Source: an optimization exercise on an open RTL-to-GDS flow (aim: small area, a short achievable clock period and few clock cycles per item). Production flows keep margins and buffers that such runs may drop. For this run, only the layout was checked, not whether the RTL still works. Power and IR drop assume default switching activity.

<file path="flow/run.sh">
#!/bin/bash
# synth_recipe.tcl (not shown) runs the flow's synth.tcl, then flattens the netlist and writes it again
# the make line also repeats each setting of config.mk as NAME=value (left out here)
make -C /OpenROAD-flow-scripts/flow DESIGN_CONFIG=/design/flow/config.mk WORK_HOME=/design/flow/orfs CLKGATE_MAP_FILE= SYNTH_SCRIPT=/design/flow/synth_recipe.tcl finish
</file>
<file path="flow/config.mk">
export PLATFORM = sky130hd
export DESIGN_NAME = dcacheTop
export DESIGN_NICKNAME = dcacheTop
export VERILOG_FILES = /design/flow/design.v
export SDC_FILE = /design/flow/constraint.sdc
export NUM_CORES = 4
export LEC_CHECK = 0
export ABC_CLOCK_PERIOD_IN_PS = 3000
export CAP_MARGIN = 20
export CORE_MARGIN = 2
export CORE_UTILIZATION = 40
export SETUP_SLACK_MARGIN = 4.0
export SLEW_MARGIN = 20
export TNS_END_PERCENT = 5
</file>
<file path="flow/constraint.sdc">
create_clock -name core_clock -period 7.5 [get_ports {CLK}]
set_input_delay 1.5000 -clock core_clock [delete_from_list [all_inputs] [get_ports {CLK}]]
set_output_delay 1.5000 -clock core_clock [all_outputs]
set_load 0.01 [all_outputs]
</file>
<file path="flow/design.v">
`default_nettype none
package cacheCfgPkg;
	localparam int TagWidth = 26;
	localparam int IndexWidth = 3;
	localparam int NumSets = 8;  
	localparam int WordsPerBlock = 2;
	localparam int NumWays = 2;
	typedef logic [TagWidth-1:0] tagT;
	typedef logic [IndexWidth-1:0] indexT;
	typedef enum logic [2:0] {
		Idle,
		WriteBack0,  
		WriteBack1,
		Fill0,  
		Fill1
	} ctrlStateT;
endpackage
`default_nettype wire
`default_nettype none
package cpuTypesPkg;
	typedef logic [31:0] wordT;
	typedef struct packed {
		logic [25:0] tag;  
		logic [2:0] index;  
		logic wordSel;  
		logic [1:0] byteOff;  
	} dAddrFieldsT;
	typedef union packed {
		wordT flat;
		dAddrFieldsT fields;
	} dAddrT;
endpackage
`default_nettype wire
`timescale 1ns/1ps
`default_nettype none
module dcacheTop (
	input logic CLK,
	input logic nRST,
	input logic dmemREN,
	input logic dmemWEN,
	input logic [31:0] dmemAddr,
	input logic [31:0] dmemStore,
	output logic [31:0] dmemLoad,
	output logic dhit,
	output logic dREN,
	output logic dWEN,
	output logic [31:0] dAddr,
	output logic [31:0] dStore,
	input logic [31:0] dLoad,
	input logic dwait
);
	logic [7:0] valid0, valid1, dirty0, dirty1, lru;
	logic [25:0] tag0 [8];
	logic [25:0] tag1 [8];
	logic [31:0] data0 [8][2];
	logic [31:0] data1 [8][2];
	logic hitResp;  
	logic wb0, wb1, f0, f1;
	logic [29:0] addrR;  
	logic [31:0] wordR;  
	logic [25:0] reqTag;
	logic [2:0] idx;
	logic ws, req;
	assign reqTag = dmemAddr[31:6];
	assign idx = dmemAddr[5:3];
	assign ws = dmemAddr[2];
	assign req = dmemREN | dmemWEN;
	logic idle;
	assign idle = ~(hitResp | wb0 | wb1 | f0 | f1);
	logic [7:0] match0, match1;
	always_comb begin
		for (int s = 0; s < 8; s++) begin
			match0[s] = valid0[s] && (tag0[s] == reqTag);
			match1[s] = valid1[s] && (tag1[s] == reqTag);
		end
	end
	logic hit0, hit1, hit, v, vdirty;
	assign hit0 = match0[idx];
	assign hit1 = match1[idx];
	assign hit = hit0 | hit1;
	assign v = lru[idx];
	assign vdirty = v ? dirty1[idx] : dirty0[idx];  
	logic look, lookHit, lookMiss;
	assign look = idle & req;
	assign lookHit = look & hit;
	assign lookMiss = look & ~hit;
	logic [31:0] w00, w01, w10, w11;
	assign w00 = data0[idx][0];
	assign w01 = data0[idx][1];
	assign w10 = data1[idx][0];
	assign w11 = data1[idx][1];
	logic [25:0] vtag;
	assign vtag = v ? tag1[idx] : tag0[idx];
	assign dhit = hitResp | (f1 & ~dwait);
	assign dWEN = wb0 | wb1;
	assign dREN = f0 | f1;
	assign dAddr = {addrR, 2'b00};
	assign dStore = wordR;
	assign dmemLoad = (f1 & ws) ? dLoad : wordR;
	logic fillTake, fillDone;
	assign fillTake = ~dwait & (f0 | f1);
	assign fillDone = ~dwait & f1;
	logic [31:0] fillData;
	assign fillData = (dmemWEN && ws == f1) ? dmemStore : dLoad;
	logic storeHit;
	assign storeHit = lookHit & dmemWEN;
	always_ff @(posedge CLK) begin
		if (storeHit & hit0) data0[idx][ws] <= dmemStore;
		else if (fillTake & ~v) data0[idx][f1] <= fillData;
		if (storeHit & hit1) data1[idx][ws] <= dmemStore;
		else if (fillTake & v) data1[idx][f1] <= fillData;
		if (fillDone & ~v) tag0[idx] <= reqTag;
		if (fillDone & v) tag1[idx] <= reqTag;
		if (look) begin
			if (hit) wordR <= hit1 ? (ws ? w11 : w10) : (ws ? w01 : w00);
			else wordR <= v ? w10 : w00;
			addrR <= {(vdirty ? vtag : reqTag), idx, 1'b0};
		end else if (~dwait) begin
			if (wb0) begin
				wordR <= v ? w11 : w01;
				addrR[0] <= 1'b1;
			end
			if (wb1) addrR <= {reqTag, idx, 1'b0};
			if (f0) begin
				wordR <= dLoad;
				addrR[0] <= 1'b1;
			end
		end
	end
	always_ff @(posedge CLK or negedge nRST) begin
		if (!nRST) begin
			hitResp <= 1'b0;
			wb0 <= 1'b0;
			wb1 <= 1'b0;
			f0 <= 1'b0;
			f1 <= 1'b0;
			valid0 <= '0;
			valid1 <= '0;
			dirty0 <= '0;
			dirty1 <= '0;
			lru <= '0;
		end else begin
			hitResp <= lookHit;
			if (lookMiss) begin
				wb0 <= vdirty;
				f0 <= ~vdirty;
			end
			if (~dwait) begin
				if (wb0) begin
					wb0 <= 1'b0;
					wb1 <= 1'b1;
				end
				if (wb1) begin
					wb1 <= 1'b0;
					f0 <= 1'b1;
				end
				if (f0) begin
					f0 <= 1'b0;
					f1 <= 1'b1;
				end
				if (f1) f1 <= 1'b0;
			end
			if (lookHit) begin
				lru[idx] <= hit0;
				if (dmemWEN) begin
					if (hit0) dirty0[idx] <= 1'b1;
					if (hit1) dirty1[idx] <= 1'b1;
				end
			end
			if (fillDone) begin
				lru[idx] <= ~v;
				if (v) begin
					valid1[idx] <= 1'b1;
					dirty1[idx] <= dmemWEN;
				end else begin
					valid0[idx] <= 1'b1;
					dirty0[idx] <= dmemWEN;
				end
			end
		end
	end
endmodule
`default_nettype wire
</file>
==> run summary <==
## per-layer routing
layer	GRT usage [%]	part of all wire (%)	wire [µm]	vias up
li1	-	-	-	17530
met1	37.85	37	93070	22680
met2	43.19	45	111800	3142
met3	7.725	12	30740	632
met4	13.52	5.4	13420	12
met5	0	0.033	81	-
## worst max-delay path: cells and delay by family
family,cells,cell delay (ns)
adders and majority gates,1,0.17
buffers and inverters,5,0.68
muxes,1,0.32
## state kept, by name, summed over array words and instances, names as in the netlist, 8 cells and up
name and count:
addrR 30, data0 512, lru 8, valid0 8, data1 512, dirty1 8, tag0 208, tag1 208
valid1 8, wordR 32, dirty0 8
## placed cells by master (no fill, tap or decap), types with 21 or more instances in the layout
| master | n |
|---|---|
| clkinv_2 | 22 |
| nor4_2 | 25 |
| mux2i_1 | 126 |
| a221oi_1 | 118 |
| mux4_2 | 64 |
| buf_8 | 21 |
| nor3_1 | 26 |
| edfxtp_1 | 1501 |
| nand2_1 | 131 |
| buf_16 | 41 |
| buf_6 | 77 |
| a22o_1 | 51 |
| and3_1 | 24 |
| buf_12 | 100 |
| xnor2_4 | 34 |
| mux2_2 | 136 |
| buf_4 | 187 |
| nor2_4 | 59 |
| xnor2_1 | 120 |
| xnor2_2 | 87 |
| nand3_1 | 21 |
| and4_1 | 36 |
| clkinv_1 | 40 |
| a22oi_1 | 345 |
| xor2_1 | 175 |
| a21oi_1 | 90 |
| nand4_1 | 116 |
| inv_1 | 23 |
| mux2_4 | 21 |
| clkbuf_1 | 40 |
| clkdlybuf4s50_1 | 126 |
| o21ai_0 | 83 |
| dfrtp_1 | 44 |
| clkbuf_16 | 178 |
| nor2_1 | 109 |
## power groups by stage
stage          Sequential (mW)  Combinational [mW]  Clock, mW
2_1_floorplan             10.7                2.12          0
3_3_place_gp              10.8                4.12          0
3_5_place_dp              10.8                4.16          0
4_1_cts                   10.6                4.59       7.81
5_1_grt                   10.6                5.20       8.15
6_report                  10.6                5.06       7.79
## final timing paths
kind | from | slack [ns] | endpoint
max | dmemAddr[2] | 3.31 | dmemLoad[29]
min | dirty0[0] | 0.52 | dirty0[0]
max reg2reg | tag1[1][14] | 3.82 | data1[4][22]
min reg2reg | dirty0[0] | 0.52 | dirty0[0]
max in group asynchronous | nRST | 6.32 | valid0[5]
min in group asynchronous | nRST | 0.71 | valid0[7]
## area by class of cell
| type | count | area [µm²] | share of cell area, % |
|---|---|---|---|
| clock buffer | 202 | 4193 | 5.097 |
| timing repair buffer | 595 | 7861 | 9.556 |
| sequential | 1547 | 46220 | 56.18 |
| inverter | 28 | 120.1 | 0.1460 |
| multi-input combinational | 2269 | 20280 | 24.65 |
| antenna | 5 | 12.51 | 0.01521 |
| tap | 2175 | 2721 | 3.308 |
| clock inverter | 91 | 860.8 | 1.046 |
## repair_timing
action,in CTS,in global routing
pin swaps,84,54
hold endpoints to repair,0,0
buffers inserted,122,78
resized for setup,530,232
gates cloned,38,19
endpoints found under the setup margin,2656,2450
## metrics by stage
step	worst slack [ns]	instances
2_1_floorplan	3.190	4123
3_3_place_gp	1.365	6353
3_5_place_dp	1.317	6357
4_1_cts	3.348	6810
5_1_grt	3.308	6907
6_report	3.315	6912
## kinds of logic after synthesis
group                    count (synthesis)
other                                    1
flip-flops                            1547
multiplexers                           348
buffers and inverters                  317
adder cells (fa/ha/maj)                  5
AO/OA/AOI/OAI                          854
XOR/XNOR                               418
AND/OR/NAND/NOR                        632
==> flow_summary.ini <==
[run_status]
outcome = timing/DRC/antenna clean

[setup_path]
worstRegToRegCells = 12
path_class = primary input to primary output
crit_fanout = 8
cp_data_required_time_ns = 6.00
slowest_stage = mux2_4
cpPeakStageDelay_ns = 0.32
critPathCaptureType = primary output
crit_chain = buf_16, ha_4, buf_6, buf_12, buf_16, mux2_4, buf_6
start_kind = primary input
worst_ep_arrival_time_ns = 2.69

[clocking]
cts_sinks = 1547
h-tree-depth = 4
clockBufferDepth = 3
path_clk_slew_ns = 0.06
cts_tree = done
hold_buffers = 0
cts_root_buf = clkbuf_16
cts_buffers = 160
clock_latency_ns = 0.83

[grt]
grt_max_degree = 101
grt_pass1_wl_um = 331800
first_global_vias = 41150
antenna_found_initial = 13
grt-ovfl-total = 0
grt.total_usage_pct = 28.42

[yosys]
synth_top_family_by_area = compound AO/OA/AOI/OAI gates
ys_dominant_reg_cell = edfxtp_1
synth_cell_type_count = 68
yosys_warnings = 1
synthTopCellsByArea = edfxtp_1, a22oi_1, xnor2_1
synth_edf_count = 1501
synthMuxAreaShare_pct = 6.902
yosysMostFrequentCell = edfxtp_1
synth_area_per_cell_um2 = 15.85
synth_compound_area_share_pct = 9.652
synth_area_leader_cell = edfxtp_1
synthTopCellsByCount = edfxtp_1, a22oi_1, xnor2_1
synth_area_um2 = 65320
synthArstFlopShare_pct = 2.909
yosys.area_share.simple_pct = 4.898
syn_inst = 4122
synthAdderAreaFrac_pct = 0.09577
ys_ff_latch = 1547
synthXorXnorAreaFrac_pct = 5.605
synth_top_area_share_pct = 69.00
yosysSeqAreaShare_pct = 70.76

[timing]
slew_headroom_pct = 23.78
holdWs_ns = 0.5162
clock_skew_ns = 0.08561
setup_violations = 0
tightest_slew_ns = 1.141
min_period_over_period_pct = 55.80
rsz0062_at_grt = true
hold_violations = 0
fmax_ghz = 0.2389
fin_crit_ns = 4.185
final_max_slew_viol_count = 0
tns_ns = 0

[die]
core_area_um2 = 162400
start_util_pct = 40.22
die_area_um2 = 166600
num_rows = 148
die_w_um = 408.1
die_h_um = 408.1
ios = 200

[power_and_ir_drop]
seq_power_share_pct = 45.2
leakage_nw = 27.10
clkPwrFrac_pct = 33.2
switchingPower_mw = 6.920
switching_share_pct = 29.50
intPower_mw = 16.54
p_comb_share_pct = 21.6
max-vdd-ir-drop_mv = 0.2283
p_per_area_nw_per_um2 = 285.1
power_mw = 23.46

[place]
gp_congestion = 0.9686
dp_hpwl_um = 137800
placed_cell_area_um2 = 70990
io_buffers = 195

[detailed_routing]
routed_wl_um = 249200
route.detailed.drc = 0
vias_per_cell = 6.365
antenna_left = 0
first_pass_iters = 7
post_drt_wl_per_cell_um = 36.05
drt_iter0_markers = 6983
vias = 43990

[worst_hold_path]
hold-path-cell-count = 2
hold_class = register to register

[layout]
final_layout_size_suffix_gt1_share_pct = 25.13
area_delta_synth_final_pct = 25.94
nFillCells = 13330
fin_util_pct = 50.66
final_nets = 4707
final_cell_area_um2 = 82270

[flow_run]
max_cap_viol_count = 0

## port drivers added, routing unchanged
The results above use ideal ports. As a check the final layout listed here was re-extracted and re-timed, cells and wires unchanged. Step 1, drivers: a clkbuf_16 drives CLK and a buf_2 each remaining input, both assumed. Step 2 also shifts input and output timing later by t, the mid clock arrival at the registers, as if the neighbouring blocks saw the same clock. Three values: ideal ports, drivers, drivers and shift; two values: the first two.
t, ns: 0.881
slack for setup (ns): 3.315 / 3.254 / 2.431
hold slack, ns: 0.516 / 0.516 / 0.516
slew at the worst register clock pin (ns): 0.07 / 0.07
pins driven straight from the clock port: 1
After both steps setup and hold are still met in this run. The setup slack of this run moves by -0.061 ns with the drivers and by -0.884 ns with both steps.
